Background: an optimization exercise with open tools, aiming at small area, a short achievable clock period and few clock cycles per item. Do not read the settings as production practice. The RTL was checked by simulation tests, not by an equivalence proof against the original design. Power figures rest on the tool's default switching activity, not on a simulated workload.

==> flow/design.v <==
module sprite_blit_colour_key_clip (
   input  logic        clock,
   input  logic        reset,
   input  logic        req_tvalid,
   output logic        req_tready,
   input  logic [31:0] req_tdata,
   output logic        rsp_tvalid,
   input  logic        rsp_tready,
   output logic [47:0] rsp_tdata,
   output logic [1:0]  rsp_tuser,
   output logic        rsp_tlast,
   input  logic        csr_we,
   input  logic [2:0]  csr_index,
   input  logic [11:0] csr_wdata
);
   localparam logic [15:0] KEY = 16'hF81F;
   logic [9:0]  wm1, hm1;           
   logic [11:0] px, py;             
   logic [1:0]  al, op;
   logic [11:0] sw, sh;             
   logic signed [12:0] xe;          
   logic signed [12:0] rowv;        
   logic [21:0]        pb;          
   logic               off_ff;
   logic [3:0]         mcnt;        
   logic               rdy_ff;
   logic [9:0]  c, r;
   logic        hit;
   logic        o_valid, o_we, o_last;
   logic [21:0] o_dest;
   logic [15:0] o_pix;
   function automatic logic [9:0] clamp_s_m1(input logic [10:0] v);
      if (v == 11'd0)      clamp_s_m1 = 10'd0;
      else if (v[10])      clamp_s_m1 = 10'd1023;
      else                 clamp_s_m1 = v[9:0] - 10'd1;
   endfunction
   function automatic logic [11:0] clamp_f(input logic [11:0] v);
      if (v == 12'd0)                 clamp_f = 12'd1;
      else if (v[11] && |v[10:0])     clamp_f = 12'd2048;
      else                            clamp_f = v;
   endfunction
   always_ff @(posedge clock) begin
      if (reset) begin
         wm1 <= 10'd0;
         hm1 <= 10'd0;
         px  <= 12'd0;
         py  <= 12'd0;
         al  <= 2'd0;
         op  <= 2'd0;
         sw  <= 12'd1024;
         sh  <= 12'd768;
      end else if (csr_we) begin
         case (csr_index)
            3'd0: wm1 <= clamp_s_m1(csr_wdata[10:0]);
            3'd1: hm1 <= clamp_s_m1(csr_wdata[10:0]);
            3'd2: px  <= csr_wdata;
            3'd3: py  <= csr_wdata;
            3'd4: al  <= csr_wdata[1:0];
            3'd5: op  <= csr_wdata[1:0];
            3'd6: sw  <= clamp_f(csr_wdata);
            default: sh <= clamp_f(csr_wdata);
         endcase
      end
   end
   logic signed [12:0] col;
   logic        colvis, rowvis, vis, first, col_wrap, row_wrap;
   logic        spr_ok, bg_ok, can_out, accept;
   logic [21:0] dest;
   assign col      = xe + $signed({3'b000, c});
   assign colvis   = !col[12] && (col[11:0] < sw);
   assign rowvis   = !rowv[12] && (rowv[11:0] < sh);
   assign vis      = colvis && rowvis;
   assign dest     = pb + {{9{col[12]}}, col};
   assign first    = (c == 10'd0) && (r == 10'd0);
   assign col_wrap = c >= wm1;
   assign row_wrap = r >= hm1;
   assign spr_ok   = req_tdata[15:0] != KEY;
   assign bg_ok    = req_tdata[31:16] != KEY;
   assign can_out    = !o_valid || rsp_tready;
   assign req_tready = rdy_ff && can_out;
   assign accept     = req_tvalid && req_tready;
   always_ff @(posedge clock) begin
      if (reset) begin
         c       <= 10'd0;
         r       <= 10'd0;
         hit     <= 1'b0;
         o_valid <= 1'b0;
      end else begin
         if (accept) begin
            o_valid <= 1'b1;
            hit     <= (first ? 1'b0 : hit) |
                       ((op == 2'd3) && vis && spr_ok && bg_ok);
            if (col_wrap) begin
               c <= 10'd0;
               r <= row_wrap ? 10'd0 : r + 10'd1;
            end else begin
               c <= c + 10'd1;
            end
         end else if (rsp_tready) begin
            o_valid <= 1'b0;
         end
      end
   end
   always_ff @(posedge clock) begin
      if (accept) begin
         o_we   <= vis && (op == 2'd2 || (!op[1] && spr_ok));
         o_dest <= vis ? dest : 22'd0;
         o_pix  <= req_tdata[15:0];
         o_last <= col_wrap && row_wrap;
      end
   end
   logic signed [12:0] shift_neg;    
   logic [3:0]  bidx;
   logic        mbit, restart;
   logic [21:0] pb_a, pb_b;
   logic [15:0] swx;
   assign swx = {4'd0, sw};
   always_comb begin
      shift_neg = 13'sd0;
      if (op != 2'd3) begin
         if (al == 2'd1)      shift_neg = -$signed({3'b000, ({1'b0, wm1} + 11'd1) >> 1});
         else if (al == 2'd2) shift_neg = ~$signed({3'b000, wm1});    
      end
      bidx = 4'd13 - mcnt;
      mbit = swx[bidx];
      if (mcnt == 4'd0) begin
         pb_a = pb;
         pb_b = ~{10'd0, sw} + 22'd1;
      end else begin
         pb_a = {pb[20:0], 1'b0};
         pb_b = mbit ? {{9{rowv[12]}}, rowv} : 22'd0;
      end
      restart = (csr_we && (csr_index == 3'd1 || csr_index == 3'd3 || csr_index == 3'd6)) ||
                (accept && col_wrap && row_wrap);
   end
   always_ff @(posedge clock) begin
      if (reset) begin
         xe     <= 13'sd0;
         rowv   <= 13'sd0;
         pb     <= 22'd0;
         off_ff <= 1'b0;
         mcnt   <= 4'd0;
         rdy_ff <= 1'b1;
      end else begin
         xe     <= $signed({px[11], px}) + shift_neg;
         off_ff <= (xe + $signed({3'b000, wm1}) < 0) || (xe >= $signed({1'b0, sw})) ||
                   ($signed({py[11], py}) + $signed({3'b000, hm1}) < 0) ||
                   ($signed(py) >= $signed({1'b0, sh}));
         if (mcnt == 4'd1) begin
            rowv <= $signed({py[11], py}) + $signed({3'b000, hm1}) - $signed({3'b000, r});
            pb   <= 22'd0;
         end else if (mcnt != 4'd0 || (accept && col_wrap)) begin
            pb <= pb_a + pb_b;
            if (mcnt == 4'd0)
               rowv <= rowv - 13'sd1;
         end
         if (restart)
            mcnt <= 4'd1;
         else if (mcnt == 4'd13)
            mcnt <= 4'd0;
         else if (mcnt != 4'd0)
            mcnt <= mcnt + 4'd1;
         rdy_ff <= !restart && !csr_we && !(mcnt != 4'd0 && mcnt != 4'd13);
      end
   end
   assign rsp_tvalid = o_valid;
   assign rsp_tdata  = {7'd0, off_ff, hit, o_pix, o_dest, o_we};
   assign rsp_tuser  = {op[1], op[0] & !op[1]};
   assign rsp_tlast  = o_last;
endmodule
clock: 7.0 ns
lec_check: 0
cap_margin: 20
core_margin: 2
core_utilization: 40
setup_slack_margin: 3.0
slew_margin: 20
run.sh (not shown) runs the stock make flow with config.mk's settings and CLKGATE_MAP_FILE= SYNTH_SCRIPT=/design/flow/synth_recipe.tcl, a recipe that flattens the netlist after the stock synthesis.
The baseline ran to the end with no violations.
Testbench counts at the start, summed over its fixed seeds: cycles 42,716, items 40,504.
Edit:
- SETUP_SLACK_MARGIN: 3.0 -> not set
Effect: Final area went down by a few percent; routed wire length went down by a few percent; setup slack is worse by 620 ps; final cell count went down slightly.

* * *

sprite_blit_colour_key_clip, a different RTL version from the one above (not shown whole).
Size in the first run: about 230 flip-flops, about 110 I/O pins, ~14000 um^2 of cells after synthesis.
Settings: LEC_CHECK=0, CAP_MARGIN=20, CORE_MARGIN=2, CORE_UTILIZATION=40, SETUP_SLACK_MARGIN=3.75, SLEW_MARGIN=20; clock period 7.0 ns.
standard.sh (not shown) runs the stock make flow with config.mk's settings and CLKGATE_MAP_FILE= SYNTH_SCRIPT=/design/flow/synth_recipe.tcl, a recipe that flattens the netlist after the stock synthesis.
==> flow/flow/run.sh <==
#!/bin/bash
# The standard layout (standard.sh), with one change: the port buffers that
# global placement inserts on every input and output use buf_2 instead of the
# resizer's default pick (clkdlybuf4s50_1, a slow delay buffer).
set -euo pipefail
export BUFFER_PORTS_ARGS="-buffer_cell sky130_fd_sc_hd__buf_2"
bash standard.sh finish > standard_finish.log 2>&1
Testbench counts at the start, summed over its fixed seeds: cycles 43,016, items 40,504.
Change:
==> flow/run.sh (new file) <==
#!/bin/bash
# synth_recipe.tcl (not shown) runs the flow's synth.tcl, then flattens the netlist and writes it again
# the make line also repeats each setting of config.mk as NAME=value (left out here)
make -C /OpenROAD-flow-scripts/flow DESIGN_CONFIG=/design/flow/config.mk WORK_HOME=/design/flow/orfs CLKGATE_MAP_FILE= SYNTH_SCRIPT=/design/flow/synth_recipe.tcl finish
Settings changed: SETUP_SLACK_MARGIN 3.75 to 4.0.
removed: flow/flow/run.sh
removed: flow/standard.sh
What happened:
- final area increases by a little under a tenth
- global-route usage increases by 0.65 points
- clock power stays flat
Change:
==> flow/flow/run.sh (new file) <==
#!/bin/bash
# The standard layout (standard.sh), with one change: the port buffers that
# global placement inserts on every input and output use buf_2 instead of the
# resizer's default pick (clkdlybuf4s50_1, a slow delay buffer).
set -euo pipefail
export BUFFER_PORTS_ARGS="-buffer_cell sky130_fd_sc_hd__buf_2"
bash standard.sh finish > standard_finish.log 2>&1
==> flow/standard.sh (new file) <==
#!/bin/bash
# synth_recipe.tcl (not shown) runs the flow's synth.tcl, then flattens the netlist and writes it again
# the make line also repeats each setting of config.mk as NAME=value (left out here)
make -C /OpenROAD-flow-scripts/flow DESIGN_CONFIG=/design/flow/config.mk WORK_HOME=/design/flow/orfs CLKGATE_MAP_FILE= SYNTH_SCRIPT=/design/flow/synth_recipe.tcl "${@:-finish}"
removed: flow/run.sh
Effect: Area after synthesis is unchanged. Combinational power went up by a few percent. Setup slack loses 0.038 ns. Power went up slightly. Maximum frequency went down slightly.

* * *

Setup of north:
Another version of the RTL of sprite_blit_colour_key_clip (not shown whole).
Size in the first run: ~1700 cells after synthesis, ~240 flip-flops, about 110 I/O pins, roughly 0.014 mm^2 of cells after synthesis.
==> flow/config.mk <==
export PLATFORM = sky130hd
export DESIGN_NAME = sprite_blit_colour_key_clip
export DESIGN_NICKNAME = sprite_blit_colour_key_clip
export VERILOG_FILES = /design/flow/design.v
export SDC_FILE = /design/flow/constraint.sdc
export NUM_CORES = 4
export LEC_CHECK = 0
export CAP_MARGIN = 20
export CORE_MARGIN = 2
export CORE_UTILIZATION = 40
export SETUP_SLACK_MARGIN = 3.75
export SLEW_MARGIN = 20
==> flow/constraint.sdc <==
create_clock -name core_clock -period 7.0 [get_ports {clock}]
set_input_delay 1.4000 -clock core_clock [delete_from_list [all_inputs] [get_ports {clock}]]
set_output_delay 1.4000 -clock core_clock [all_outputs]
set_load 0.01 [all_outputs]
==> flow/flow/run.sh <==
#!/bin/bash
# The standard layout (standard.sh), with one change: the port buffers that
# global placement inserts on every input and output use buf_2 instead of the
# resizer's default pick (clkdlybuf4s50_1, a slow delay buffer).
set -euo pipefail
export BUFFER_PORTS_ARGS="-buffer_cell sky130_fd_sc_hd__buf_2"
bash standard.sh finish > standard_finish.log 2>&1
north: flow completed, timing, DRC and antenna clean
Testbench counts of north, summed over its fixed seeds: cycles 43,064, items 40,504.
Setup changes, north to south
- changing SETUP_SLACK_MARGIN from 3.75 to 4.0
--- outcome ---
Between south and north, it is south whose core occupancy in the finished layout is higher, by 1.6 points.
south finished every stage and its layout cleared the timing, DRC and antenna checks.
Comparing leakage power figure for north and south, the smaller number came from north.
Diff north -> south: part of the power in registers decreased by 0.4 points relative to the old numbers; routed via count divided by cell count now sits lower; post-CTS setup buffer count rose by 27; number of standard-cell rows in the floorplan roughly the same.
Area: south vs north -> south larger
From north to south the numbers moved as follows: required time at the endpoint of the critical path went up, combinational share of power increased by 2.1 points relative to the old numbers.
Changes in east relative to south:
- an added ABC_AREA of 1
## What came out
east reached the final stage; the timing, DRC and antenna checks on its layout passed.
Comparing east and south, the higher detailed placer's ending HPWL was measured on east.
south and east ended up with roughly the same clock power.
For the register-to-register slack, east came in 0.16 ns higher than south did.
#### Input delta (west over east)
- SETUP_SLACK_MARGIN now 3.75, was 4.0
--- outcome ---
Quantity of hold-fixing buffers added after cts across east and west: no real change.
Compared with east, count of plain and timing-repair buffers in west decreased by more than 10%.
Between east and west, routed wire length decreased.
A timing endpoint of the critical path of pb[21]$_DFFE_PP_ is what east shows, while rsp_tdata[17] belongs to west.
| clock group share of total power | west vs east | 2.3 points higher |
The post-placement cell count was comparable across east and west.
Lower count of clock-net buffers in the final layout was reported by east, not west.
Going from east to west, actual slew at the worst max-slew pin went down, share of power burned in combinational logic went down, core utilization went down, power went up.

* * *

## TR
sprite_blit_colour_key_clip, a different RTL version from the one above (not shown whole).
Size: about 110 I/O pins, roughly 12000 um2 of cells after synthesis.
==> flow/config.mk <==
export PLATFORM = sky130hd
export DESIGN_NAME = sprite_blit_colour_key_clip
export DESIGN_NICKNAME = sprite_blit_colour_key_clip
export VERILOG_FILES = /design/flow/design.v
export SDC_FILE = /design/flow/constraint.sdc
export NUM_CORES = 4
export LEC_CHECK = 0
export CAP_MARGIN = 20
export CORE_MARGIN = 2
export CORE_UTILIZATION = 40
export SLEW_MARGIN = 20
==> flow/constraint.sdc <==
create_clock -name core_clock -period 7.0 [get_ports {clock}]
set_input_delay 1.4000 -clock core_clock [delete_from_list [all_inputs] [get_ports {clock}]]
set_output_delay 1.4000 -clock core_clock [all_outputs]
set_load 0.01 [all_outputs]
run.sh (not shown) runs the stock make flow with config.mk's settings and CLKGATE_MAP_FILE= SYNTH_SCRIPT=/design/flow/synth_recipe.tcl, a recipe that flattens the netlist after the stock synthesis.
Stock flow here: none of the scripts above is used.
Looking at the reports, TR completed the entire flow and the layout it produced met the timing, DRC and antenna checks.
Testbench counts of TR, summed over its fixed seeds: cycles 42,848, items 40,504.
Here is what was changed in the inputs of JK compared with TR.
Settings: putting SETUP_SLACK_MARGIN at 3.5 where nothing was set.
==> comparison <==
Every run in the comparison, JK and TR, completed the flow with a clean layout. JK vs TR: internal cell power up in JK. [JK] register-to-register setup slack rose 1330 ps relative to TR. Against TR, JK comes in 10 points higher on area growth from synthesis to layout. JK leaves more setup margin than TR. Compared with TR, JK shows a via density per instance that is 0.028 higher. Looking at capture point of the critical path, the pb[20] result is from TR; the o_dest[11] one comes from JK.

* * *

== build 90 ==
RTL: one of the versions met above, not the one the previous note started from.
For scale: ~1,600 cells after synthesis, about 230 flip-flops, roughly 110 I/O pins.
## sprite_blit_colour_key_clip
module sprite_blit_colour_key_clip (
   input  logic        clock,
   input  logic        reset,
   input  logic        req_tvalid,
   output logic        req_tready,
   input  logic [31:0] req_tdata,
   output logic        rsp_tvalid,
   input  logic        rsp_tready,
   output logic [47:0] rsp_tdata,
   output logic [1:0]  rsp_tuser,
   output logic        rsp_tlast,
   input  logic        csr_we,
   input  logic [2:0]  csr_index,
   input  logic [11:0] csr_wdata
);
   localparam logic [15:0] KEY = 16'hF81F;
   function automatic logic geu(input logic [12:0] a, input logic [12:0] b);
      logic cy;
      cy = 1'b1;
      for (int i = 0; i < 13; i++)
         cy = (a[i] & ~b[i]) | (cy & (a[i] | ~b[i]));
      geu = cy;
   endfunction
   function automatic logic ges(input logic [12:0] a, input logic [12:0] b);
      ges = geu({~a[12], a[11:0]}, {~b[12], b[11:0]});
   endfunction
   logic [9:0]  wm1, hm1;           
   logic [11:0] px, py;             
   logic [1:0]  al, op;
   logic [11:0] sw, sh;             
   logic [12:0] xe;                 
   logic [12:0] colv;               
   logic [12:0] rowv;               
   logic [21:0] pb;                 
   logic        off_ff;
   logic [4:0]  ms;                 
   logic        rdy_ff, wr_ff;
   logic        s_valid, s_bgok;
   logic [15:0] s_pix;
   logic [9:0]  c, r;
   logic        hit;
   logic        o_valid, o_we, o_last;
   logic [21:0] o_dest;
   logic [15:0] o_pix;
   function automatic logic [9:0] clamp_s_m1(input logic [10:0] v);
      if (v == 11'd0)      clamp_s_m1 = 10'd0;
      else if (v[10])      clamp_s_m1 = 10'd1023;
  ...
clock: 7.0 ns
lec_check: 0
cap_margin: 20
core_margin: 2
core_utilization: 40
setup_slack_margin: 3.5
slew_margin: 20
standard.sh (not shown) runs the stock make flow with config.mk's settings and CLKGATE_MAP_FILE= SYNTH_SCRIPT=/design/flow/synth_recipe.tcl, a recipe that flattens the netlist after the stock synthesis.
Scripts as last shown in full above: flow/flow/run.sh
Testbench counts of build 90, summed over its fixed seeds: cycles 43,016, items 40,504.
Setup changes, build 90 to build 36
Settings: SETUP_SLACK_MARGIN: 3.5 -> 5.0.
==> flow/run.sh (new file) <==
#!/bin/bash
# synth_recipe.tcl (not shown) runs the flow's synth.tcl, then flattens the netlist and writes it again
# the make line also repeats each setting of config.mk as NAME=value (left out here)
make -C /OpenROAD-flow-scripts/flow DESIGN_CONFIG=/design/flow/config.mk WORK_HOME=/design/flow/orfs CLKGATE_MAP_FILE= SYNTH_SCRIPT=/design/flow/synth_recipe.tcl finish
removed: flow/flow/run.sh
removed: flow/standard.sh
Notes after the runs:
Sort build 36 and build 90 by global-route usage asc -> top: build 90. As far as number of flops mapped to enable cells by yosys goes, build 90 and build 36 are indistinguishable; the numbers are identical. The transition time at the pin with the least slew margin of build 36 falls short of that of build 90 by 0.039 ns. Fraction of standard cell area that is sequential: build 36 vs build 90 down 7.7 points. Relative to build 90, the worst setup slack after layout of build 36 is higher by 0.18 ns. On area added between synthesis and finish: between build 36 and build 90, it ends up higher for build 36. Compared to build 90, the router laid down more metal wire for build 36. Comparing build 90 against build 36, there is no change at all in number of antenna diodes. Build 90 has a higher share of cell area taken by multi-input logic gates than build 36.
Changes in build 20 relative to build 36:
Settings: SETUP_SLACK_MARGIN changed from 5.0 to 4.25.
==> flow/flow/run.sh (new file) <==
#!/bin/bash
# The standard layout (standard.sh), with one change: the port buffers that
# global placement inserts on every input and output use buf_2 instead of the
# resizer's default pick (clkdlybuf4s50_1, a slow delay buffer).
set -euo pipefail
export BUFFER_PORTS_ARGS="-buffer_cell sky130_fd_sc_hd__buf_2"
bash standard.sh finish > standard_finish.log 2>&1
==> flow/standard.sh (new file) <==
#!/bin/bash
# synth_recipe.tcl (not shown) runs the flow's synth.tcl, then flattens the netlist and writes it again
# the make line also repeats each setting of config.mk as NAME=value (left out here)
make -C /OpenROAD-flow-scripts/flow DESIGN_CONFIG=/design/flow/config.mk WORK_HOME=/design/flow/orfs CLKGATE_MAP_FILE= SYNTH_SCRIPT=/design/flow/synth_recipe.tcl "${@:-finish}"
removed: flow/run.sh
Notes after the runs:
Sort build 20 and build 36 by number of global-route vias before repair asc -> top: build 20
Largest vdd supply drop: build 20 and build 36 compared, lower one is build 20
On clock latency reported for the late side of the worst-skew pair, build 20 and build 36 are neck and neck.
Build 20: full flow OK, the timing, DRC and antenna checks passed
Build 20 against build 36; total combinational power is down by more than 10%.
Of build 20 and build 36, the higher power belongs to build 36.
Fraction of layout instances using a drive strength above 1: build 20 vs build 36 down 13 points
Build 20 vs build 36, detailed-routing wirelength on met1 went down by 1.0 mm.
Share of power burned in combinational logic down 4.1 points in build 20 wrt build 36
Compared with build 36, build 20 instantiates a smaller number of cells.
Between build 20 and build 36, critical path depth is higher for build 20, build 36 comes in under that.

-- separate check: timing with driven ports --
The flow's constraints put no driver on any port. The routed layouts listed below were extracted and timed again, unchanged, in two steps. Step 1 (the two cells are an assumption about what drives the block):
set clk [get_ports {clock}]
set_driving_cell -lib_cell sky130_fd_sc_hd__clkbuf_16 $clk
set_driving_cell -lib_cell sky130_fd_sc_hd__buf_2 [delete_from_list [all_inputs] $clk]
Step 2 moves the port delays by t, midway between the first and last clock arrival at a register: inputs arrive t later, outputs are due t later. That takes back most of the time a late clock gives input paths. Slacks: ideal ports / drivers / drivers and shift; pairs: ideal ports / drivers.
run	t, ns	setup slack, ns	worst slew at a driven data input, ns
the first run of note 1	0.500	3.075 / 3.075 / 2.780	0.04
the second run of note 1	0.500	2.455 / 2.455 / 2.455	0.04
the first run of note 2	0.599	3.846 / 3.846 / 3.466	0.06
the second run of note 2	0.589	3.938 / 3.938 / 3.507	0.05
the third run of note 2	0.592	3.900 / 3.900 / 3.527	0.04
north	0.595	3.868 / 3.868 / 3.320	0.05
south	0.577	3.967 / 3.967 / 3.542	0.05
east	0.597	4.130 / 4.130 / 3.572	0.05
west	0.595	3.912 / 3.860 / 3.354	0.04
TR	0.493	1.742 / 1.742 / 1.742	0.04
JK	0.498	3.075 / 3.075 / 3.075	0.04
build 90	0.589	3.646 / 3.651 / 3.077	0.04
build 36	0.595	3.822 / 3.822 / 3.649	0.08
build 20	0.593	3.850 / 3.850 / 3.671	0.04
After both steps setup and hold are still met in every run listed. For build 90, which loses most, drivers alone change the setup slack by +0.005 ns; drivers and shift together by -0.569 ns.
